This is an optimization exercise on Yosys and OpenROAD, whose aim is small area, not a production implementation. Where RTL was checked, it was by simulation tests only, not by an equivalence proof against the original. No driver is modelled on the clock port, so clocking that relies on it looks cheaper here than on a real chip. Power and IR drop assume default switching activity.

==> flow/design.v <==
package register_file_pkg;
  localparam int RF_N_REGS = 32;
  localparam int RF_DATA_W = 32;
  localparam int RF_ADRS_W = (RF_N_REGS > 1) ? $clog2(RF_N_REGS) : 1;
  localparam int RF_HCYCL = 5;
endpackage
module register_file_rd_port
#(
  parameter int N_REGS = register_file_pkg::RF_N_REGS,
  parameter int DATA_W = register_file_pkg::RF_DATA_W,
  parameter int ADRS_W = register_file_pkg::RF_ADRS_W
) (
  input  logic [ADRS_W-1:0]        rd_adrs,
  input  logic [N_REGS-1:0]        valid,
  input  logic [N_REGS*DATA_W-1:0] regs_flat,
  output logic [DATA_W-1:0]        q
);
  logic [N_REGS-1:0] w_sel;
  genvar gi, gb;
  generate
    for (gi = 0; gi < N_REGS; gi++) begin : g_sel
      assign w_sel[gi] = (rd_adrs == ADRS_W'(gi)) & valid[gi];
    end
    for (gb = 0; gb < DATA_W; gb++) begin : g_bit
      logic [N_REGS-1:0] w_d;
      for (gi = 0; gi < N_REGS; gi++) begin : g_d
        assign w_d[gi] = regs_flat[gi*DATA_W + gb];
      end
      register_file_mux32 u_mux (
        .sel (w_sel),
        .d   (w_d),
        .q   (q[gb])
      );
    end
  endgenerate
endmodule
module register_file_mux32 (
  input  logic [31:0] sel,
  input  logic [31:0] d,
  output logic        q
);
  logic [9:0] w_n;
  logic [2:0] w_o;
  logic       w_or;
  genvar gi;
  generate
    for (gi = 0; gi < 10; gi++) begin : g_aoi
      register_file_aoi222 u_aoi (
        .a1 (sel[3*gi]),   .a2 (d[3*gi]),
        .b1 (sel[3*gi+1]), .b2 (d[3*gi+1]),
        .c1 (sel[3*gi+2]), .c2 (d[3*gi+2]),
        .y  (w_n[gi])
      );
    end
  endgenerate
  register_file_nand4 u_nand_0 (.a (w_n[0]), .b (w_n[1]), .c (w_n[2]), .d (w_n[3]), .y (w_o[0]));
  register_file_nand4 u_nand_1 (.a (w_n[4]), .b (w_n[5]), .c (w_n[6]), .d (w_n[7]), .y (w_o[1]));
  register_file_nand2 u_nand_2 (.a (w_n[8]), .b (w_n[9]), .y (w_o[2]));
  register_file_or3   u_or     (.a (w_o[0]), .b (w_o[1]), .c (w_o[2]), .y (w_or));
  register_file_ao221 u_ao (
    .a1 (sel[30]), .a2 (d[30]),
    .b1 (sel[31]), .b2 (d[31]),
    .c  (w_or),
    .y  (q)
  );
endmodule
module register_file_aoi222 (
  input  logic a1, a2, b1, b2, c1, c2,
  output logic y
);
  assign y = ~((a1 & a2) | (b1 & b2) | (c1 & c2));
endmodule
module register_file_ao221 (
  input  logic a1, a2, b1, b2, c,
  output logic y
);
  assign y = (a1 & a2) | (b1 & b2) | c;
endmodule
module register_file_nand4 (
  input  logic a, b, c, d,
  output logic y
);
  assign y = ~(a & b & c & d);
endmodule
module register_file_nand2 (
  input  logic a, b,
  output logic y
);
  assign y = ~(a & b);
endmodule
module register_file_or3 (
  input  logic a, b, c,
  output logic y
);
  assign y = a | b | c;
endmodule
module register_file
#(
  parameter int N_REGS = register_file_pkg::RF_N_REGS,
  parameter int DATA_W = register_file_pkg::RF_DATA_W,
  parameter int ADRS_W = register_file_pkg::RF_ADRS_W
) (
  input  logic              clk_cpu,
  input  logic              reset,
  input  logic [ADRS_W-1:0] rd_adrs_a,
  input  logic [ADRS_W-1:0] rd_adrs_b,
  input  logic [ADRS_W-1:0] wr_adrs,
  input  logic [DATA_W-1:0] wr_data,
  input  logic              wr_en,
  output logic [DATA_W-1:0] q_a,
  output logic [DATA_W-1:0] q_b
);
  logic [DATA_W-1:0]        r_regs [N_REGS];
  logic [N_REGS-1:0]        r_valid;
  logic [N_REGS-1:0]        w_we;
  logic [N_REGS*DATA_W-1:0] w_regs_flat;
  genvar gi;
  generate
    for (gi = 0; gi < N_REGS; gi++) begin : g_we
      assign w_we[gi] = wr_en & (wr_adrs == ADRS_W'(gi));
    end
  endgenerate
  always_ff @(posedge clk_cpu) begin
    for (int i = 0; i < N_REGS; i++) begin
      if (w_we[i]) begin
        r_regs[i] <= wr_data;
      end
    end
  end
  always_ff @(posedge clk_cpu or posedge reset) begin
    if (reset) begin
      r_valid <= '0;
    end else begin
      r_valid <= r_valid | w_we;
    end
  end
  generate
    for (gi = 0; gi < N_REGS; gi++) begin : g_flat
      assign w_regs_flat[gi*DATA_W +: DATA_W] = r_regs[gi];
    end
  endgenerate
  register_file_rd_port #(
    .N_REGS (N_REGS),
    .DATA_W (DATA_W),
    .ADRS_W (ADRS_W)
  ) u_rd_port_a (
    .rd_adrs   (rd_adrs_a),
    .valid     (r_valid),
    .regs_flat (w_regs_flat),
    .q         (q_a)
  );
  register_file_rd_port #(
    .N_REGS (N_REGS),
    .DATA_W (DATA_W),
    .ADRS_W (ADRS_W)
  ) u_rd_port_b (
    .rd_adrs   (rd_adrs_b),
    .valid     (r_valid),
    .regs_flat (w_regs_flat),
    .q         (q_b)
  );
endmodule
Settings: LEC_CHECK=0, CAP_MARGIN=20, CORE_MARGIN=2, CORE_UTILIZATION=40, PLACE_DENSITY=0.5, SLEW_MARGIN=20, SYNTH_HIERARCHICAL=1, SYNTH_MINIMUM_KEEP_SIZE=0; clock period 6.0 ns.
standard.sh (not shown) runs the stock make flow with config.mk's settings and CLKGATE_MAP_FILE= SYNTH_SCRIPT=/design/flow/synth_recipe.tcl, a recipe that flattens the netlist after the stock synthesis.
==> flow/flow/run.sh <==
#!/bin/bash
# Own layout flow: the standard ORFS flow (standard.sh, unchanged synthesis), with
#  - the smallest buffer on the ports (every port still gets one),
#  - CTS with small leaf buffers and no dummy loads.
# Each make run writes its full output to a log file in the work folder; ORFS's own
# per-step logs stay under orfs/logs/.
set -euo pipefail
cd "$(dirname "$0")/.."
bash standard.sh synth > flow_synth.log 2>&1
bash standard.sh \
  BUFFER_PORTS_ARGS="-buffer_cell sky130_fd_sc_hd__buf_1" \
  CTS_ARGS="-sink_clustering_enable -repair_clock_nets -dont_use_dummy_load -buf_list sky130_fd_sc_hd__clkbuf_4 -sink_clustering_size 10 -sink_clustering_max_diameter 50" \
  finish > flow_layout.log 2>&1
==> next run, changes <==
==> flow/flow/run.sh (replaced) <==
#!/bin/bash
# Own layout flow: the standard ORFS flow (standard.sh, unchanged synthesis), with
#  - a buf_2 buffer on every input port and a buf_1 buffer on every output port
#    (the outputs are buffered right after global placement, see post_gpl.tcl),
#  - CTS with small leaf buffers and no dummy loads.
# Each make run writes its full output to a log file in the work folder; ORFS's own
# per-step logs stay under orfs/logs/.
set -euo pipefail
cd "$(dirname "$0")/.."
bash standard.sh synth > flow_synth.log 2>&1
bash standard.sh \
  BUFFER_PORTS_ARGS="-inputs -buffer_cell sky130_fd_sc_hd__buf_2" \
  POST_GLOBAL_PLACE_TCL="$PWD/flow/post_gpl.tcl" \
  CTS_ARGS="-sink_clustering_enable -repair_clock_nets -dont_use_dummy_load -buf_list sky130_fd_sc_hd__clkbuf_4 -sink_clustering_size 10 -sink_clustering_max_diameter 50" \
  finish > flow_layout.log 2>&1
==> flow/flow/post_gpl.tcl (new file) <==
# Buffer every output port with the smallest buffer once global placement is done
# (the inputs were buffered before placement, by buffer_ports -inputs).
buffer_ports -outputs -buffer_cell sky130_fd_sc_hd__buf_1
- CORE_UTILIZATION: 40 -> 50
- PLACE_DENSITY: 0.5 -> 0.65
Result: The changed run finished with timing, DRC and antenna clean; worst hold slack gains 0.15 ns; global-route usage goes up by 5.9 points; die area goes down by about a fifth; clock power goes down by a few percent; wire length goes down by a few percent; non-clock buffer count goes down by 20; cell area goes down slightly; clock-buffer cell count goes down by 12; utilization goes up by 10 points; first-iteration DRC count goes up by a quarter to a third; setup slack gains 0.14 ns.
==> next run, changes <==
==> flow/flow/run.sh (replaced) <==
#!/bin/bash
# Own layout flow: the standard ORFS flow (standard.sh, unchanged synthesis), with
#  - a small (buf_2) buffer on every port (every port still gets one),
#  - CTS with small leaf buffers and no dummy loads.
# Each make run writes its full output to a log file in the work folder; ORFS's own
# per-step logs stay under orfs/logs/.
set -euo pipefail
cd "$(dirname "$0")/.."
bash standard.sh synth > flow_synth.log 2>&1
bash standard.sh \
  BUFFER_PORTS_ARGS="-buffer_cell sky130_fd_sc_hd__buf_2" \
  CTS_ARGS="-sink_clustering_enable -repair_clock_nets -dont_use_dummy_load -buf_list sky130_fd_sc_hd__clkbuf_4 -sink_clustering_size 10 -sink_clustering_max_diameter 50" \
  finish > flow_layout.log 2>&1
removed: flow/flow/post_gpl.tcl
Clock skew stays the same.
Wire length shrinks by 2.1%.
Die area does not change.
Count of clock-buffer cells in the layout fell by 2.
Synthesized cell count does not change.
Fmax drops by about 1.7%.
==> next run, changes <==
==> flow/flow/run.sh (replaced) <==
#!/bin/bash
# Own layout flow: the standard ORFS flow (standard.sh, unchanged synthesis), with
#  - a buf_2 buffer on every input port and a buf_1 buffer on every output port
#    (the outputs are buffered right after global placement, see post_gpl.tcl),
#  - CTS with small leaf buffers and no dummy loads, then the few leaf buffers whose
#    flip-flop clock pins have the slowest slews upsized (see post_cts.tcl).
# Each make run writes its full output to a log file in the work folder; ORFS's own
# per-step logs stay under orfs/logs/.
set -euo pipefail
cd "$(dirname "$0")/.."
bash standard.sh synth > flow_synth.log 2>&1
bash standard.sh \
  BUFFER_PORTS_ARGS="-inputs -buffer_cell sky130_fd_sc_hd__buf_2" \
  POST_GLOBAL_PLACE_TCL="$PWD/flow/post_gpl.tcl" \
  CTS_ARGS="-sink_clustering_enable -repair_clock_nets -dont_use_dummy_load -buf_list sky130_fd_sc_hd__clkbuf_4 -sink_clustering_size 10 -sink_clustering_max_diameter 50" \
  POST_CTS_TCL="$PWD/flow/post_cts.tcl" \
  finish > flow_layout.log 2>&1
==> flow/flow/post_cts.tcl (new file) <==
estimate_parasitics -placement
set slow {}
foreach pin [get_pins -hierarchical */CLK] {
  if {[get_property $pin slew_max] > 0.110} {
    foreach d [get_pins -of_objects [get_nets -of_objects $pin] -filter "direction==output"] {
      dict set slow [get_full_name [get_cells -of_objects $d]] 1
    }
  }
}
set n 0
foreach name [dict keys $slow] {
  set inst [[ord::get_db_block] findInst $name]
  if {$inst != "NULL" && [[$inst getMaster] getName] == "sky130_fd_sc_hd__clkbuf_4"} {
    replace_cell $name sky130_fd_sc_hd__clkbuf_8
    incr n
  }
}
puts "Upsized $n clock buffers"
detailed_placement
check_placement -verbose
estimate_parasitics -placement
==> flow/flow/post_gpl.tcl (new file) <==
# Buffer every output port with the smallest buffer once global placement is done
# (the inputs were buffered before placement, by buffer_ports -inputs).
buffer_ports -outputs -buffer_cell sky130_fd_sc_hd__buf_1
Non-clock buffer count decreases by 9.
Worst hold slack is better by 0.0091 ns.
Die area stays the same.
Global-route usage increases by 0.86 points.
First-iteration DRC count decreases by 7.8%.
Design area decreases by 0.31%.
Area after synthesis stays the same.
==> next run, changes <==
==> flow/flow/run.sh (replaced) <==
#!/bin/bash
# Own layout flow: the standard ORFS flow (standard.sh, unchanged synthesis), with
#  - the smallest buffer on the ports (every port still gets one),
#  - CTS with small leaf buffers and no dummy loads.
# Each make run writes its full output to a log file in the work folder; ORFS's own
# per-step logs stay under orfs/logs/.
set -euo pipefail
cd "$(dirname "$0")/.."
bash standard.sh synth > flow_synth.log 2>&1
bash standard.sh \
  BUFFER_PORTS_ARGS="-buffer_cell sky130_fd_sc_hd__buf_1" \
  CTS_ARGS="-sink_clustering_enable -repair_clock_nets -dont_use_dummy_load -buf_list sky130_fd_sc_hd__clkbuf_4 -sink_clustering_size 10 -sink_clustering_max_diameter 50" \
  finish > flow_layout.log 2>&1
removed: flow/flow/post_cts.tcl
removed: flow/flow/post_gpl.tcl
Effect: Flip-flop and latch count is unchanged; clock-buffer cell count stays the same; wire length shrinks by 6.1%; via count drops by 1.1%; non-clock buffer count grows by 39; synthesized cell count is unchanged; global-route usage went down by 1.9 points.

---

== job 7183 ==
register_file, a different RTL version from the one above (not shown whole).
For scale: about 2200 cells after synthesis, ~110 I/O pins, ~41000 µm² of cells after synthesis.
==> flow/design.v (excerpt) <==
module register_file
#(
  parameter int N_REGS = register_file_pkg::RF_N_REGS,
  parameter int DATA_W = register_file_pkg::RF_DATA_W,
  parameter int ADRS_W = register_file_pkg::RF_ADRS_W
) (
  input  logic              clk_cpu,
  input  logic              reset,
  input  logic [ADRS_W-1:0] rd_adrs_a,
  input  logic [ADRS_W-1:0] rd_adrs_b,
  input  logic [ADRS_W-1:0] wr_adrs,
  input  logic [DATA_W-1:0] wr_data,
  input  logic              wr_en,
  output logic [DATA_W-1:0] q_a,
  output logic [DATA_W-1:0] q_b
);
  logic [DATA_W-1:0]        r_regs [N_REGS];
  logic [N_REGS-1:0]        r_valid;
  logic [N_REGS-1:0]        w_we;
  logic [N_REGS*DATA_W-1:0] w_regs_flat;
  genvar gi;
  generate
    for (gi = 0; gi < N_REGS; gi++) begin : g_we
      assign w_we[gi] = wr_en & (wr_adrs == ADRS_W'(gi));
    end
  endgenerate
  always_ff @(posedge clk_cpu) begin
    for (int i = 0; i < N_REGS; i++) begin
      if (w_we[i]) begin
        r_regs[i] <= wr_data;
      end
    end
  ...
clock: 6.0 ns
lec_check: 0
cap_margin: 20
core_margin: 2
core_utilization: 50
place_density: 0.65
slew_margin: 20
synth_hierarchical: 1
synth_minimum_keep_size: 0
==> flow/flow/run.sh <==
#!/bin/bash
# Own layout flow: the standard ORFS flow (standard.sh, unchanged synthesis), with
#  - the smallest buffer on the ports (every port still gets one),
#  - CTS with small leaf buffers and no dummy loads.
# Each make run writes its full output to a log file in the work folder; ORFS's own
# per-step logs stay under orfs/logs/.
set -euo pipefail
cd "$(dirname "$0")/.."
bash standard.sh synth > flow_synth.log 2>&1
bash standard.sh \
  BUFFER_PORTS_ARGS="-buffer_cell sky130_fd_sc_hd__buf_1" \
  CTS_ARGS="-sink_clustering_enable -repair_clock_nets -dont_use_dummy_load -buf_list sky130_fd_sc_hd__clkbuf_8 -sink_clustering_size 16" \
  finish > flow_layout.log 2>&1
Edits applied to the flow inputs when going from job 7183 to job 394:
Settings: swapping 50 for 35 in CORE_UTILIZATION; clearing PLACE_DENSITY, which used to be 0.65.
diff --git a/flow/flow/run.sh b/flow/flow/run.sh
--- a/flow/flow/run.sh
+++ b/flow/flow/run.sh
@@ -11,3 +11,3 @@
   BUFFER_PORTS_ARGS="-buffer_cell sky130_fd_sc_hd__buf_1" \
-  CTS_ARGS="-sink_clustering_enable -repair_clock_nets -dont_use_dummy_load -buf_list sky130_fd_sc_hd__clkbuf_8 -sink_clustering_size 16" \
+  CTS_ARGS="-sink_clustering_enable -repair_clock_nets -dont_use_dummy_load -buf_list sky130_fd_sc_hd__clkbuf_4 -sink_clustering_size 10 -sink_clustering_max_diameter 50" \
   finish > flow_layout.log 2>&1
- Of job 394 and job 7183, it is job 394 that has the lower final area.
- Job 394 has less setup slack than job 7183.
- The die area reported for job 394 is greater than that of job 7183 by about 40%.
- What job 394 reported for global-route wire length before repair has to be multiplied by 0.941 to get the figure for job 7183.
- Leakage component of the power was higher in job 7183 than in job 394.
- Job 394 vs. job 7183: sequential share of layout area went up by 0.45 points.
- Cmp job 394 and job 7183 / insertion delay of the later-clocked pin in the worst-skew pair / lower: job 7183
- Comparing job 394 and job 7183, the higher clock-buffer cell count was measured on job 7183.
- Summary of job 394 over job 7183: total met2 wirelength after detailed routing up 3.5%; data arrival time of the critical path up 0.09 ns; clock transition time at the flip-flop clock pins of the worst setup and hold paths up 0.05 ns.
Input-level comparison between job 5186 and job 394:
Settings: changing CORE_UTILIZATION from 35 to 60; setting PLACE_DENSITY to 0.7 for the first time.
==> flow/run.sh (new file) <==
#!/bin/bash
# synth_recipe.tcl (not shown) runs the flow's synth.tcl, then flattens the netlist and writes it again
# the make line also repeats each setting of config.mk as NAME=value (left out here)
make -C /OpenROAD-flow-scripts/flow DESIGN_CONFIG=/design/flow/config.mk WORK_HOME=/design/flow/orfs CLKGATE_MAP_FILE= SYNTH_SCRIPT=/design/flow/synth_recipe.tcl finish
removed: flow/flow/run.sh
removed: flow/standard.sh
--- outcome ---
- Between job 5186 and job 394, the cell depth of the worst setup path is higher for job 394.
- Initial detailed-routing violation count for job 5186: 1216 up relative to job 394
- The run with more setup slack is job 394; job 5186 has less.
- Delta (job 5186 minus job 394): net switching share of the total power dropped 2.1 points; wire length lost about 6.5%; total chip power went up by 28%.
- Job 5186 did not stop at any stage, and its layout met the timing, design-rule and antenna checks.
No run of this note included a check of the RTL's function; only the layout flow was run.

==> port drivers added, routing unchanged <==
In the flow no input, the clock included, has a driving cell. The finished layouts below were timed again as built, in two steps.
Step 1 sets driving cells, clkbuf_16 on the clock port and buf_2 on the other inputs (assumed; they add their load-dependent delay and slew).
Step 2 times the ports against the registers' clock, not the clock port: input delays grow and output delays shrink by t, the midpoint of the rising clock arrivals with the driver on.
a / b / c = ideal ports / drivers / drivers and shift; a / b = the first two.
| run | shift t [ns] | setup slack, ns | hold slack, ns | worst slew at a driven data input, ns | pins driven straight from the clock port |
|---|---|---|---|---|---|
| the first run of note 1 | 1.137 | 0.494 / 0.451 / 0.451 | 0.152 / 0.109 / 0.494 | 0.06 | 1 |
| the second run of note 1 | 1.023 | 0.632 / 0.610 / 0.610 | 0.304 / 0.255 / 0.497 | 0.12 | 1 |
| the third run of note 1 | 1.018 | 0.539 / 0.516 / 0.516 | 0.306 / 0.261 / 0.500 | 0.10 | 1 |
| the fourth run of note 1 | 1.028 | 0.639 / 0.617 / 0.617 | 0.315 / 0.269 / 0.496 | 0.11 | 1 |
| the fifth run of note 1 | 1.052 | 0.427 / 0.398 / 0.398 | 0.234 / 0.192 / 0.497 | 0.07 | 1 |
| job 7183 | 0.849 | 0.873 / 0.826 / 0.826 | 0.482 / 0.442 / 0.499 | 0.15 | 1 |
| job 394 | 1.020 | 0.775 / 0.678 / 0.678 | 0.228 / 0.186 / 0.505 | 0.11 | 1 |
| job 5186 | 0.730 | 0.107 / 0.075 / 0.075 | 0.493 / 0.493 / 0.493 | 0.22 | 1 |
After both steps every run listed still meets setup and hold. For job 394, which loses most, drivers alone change the setup slack by -0.097 ns; drivers and shift together by -0.097 ns.
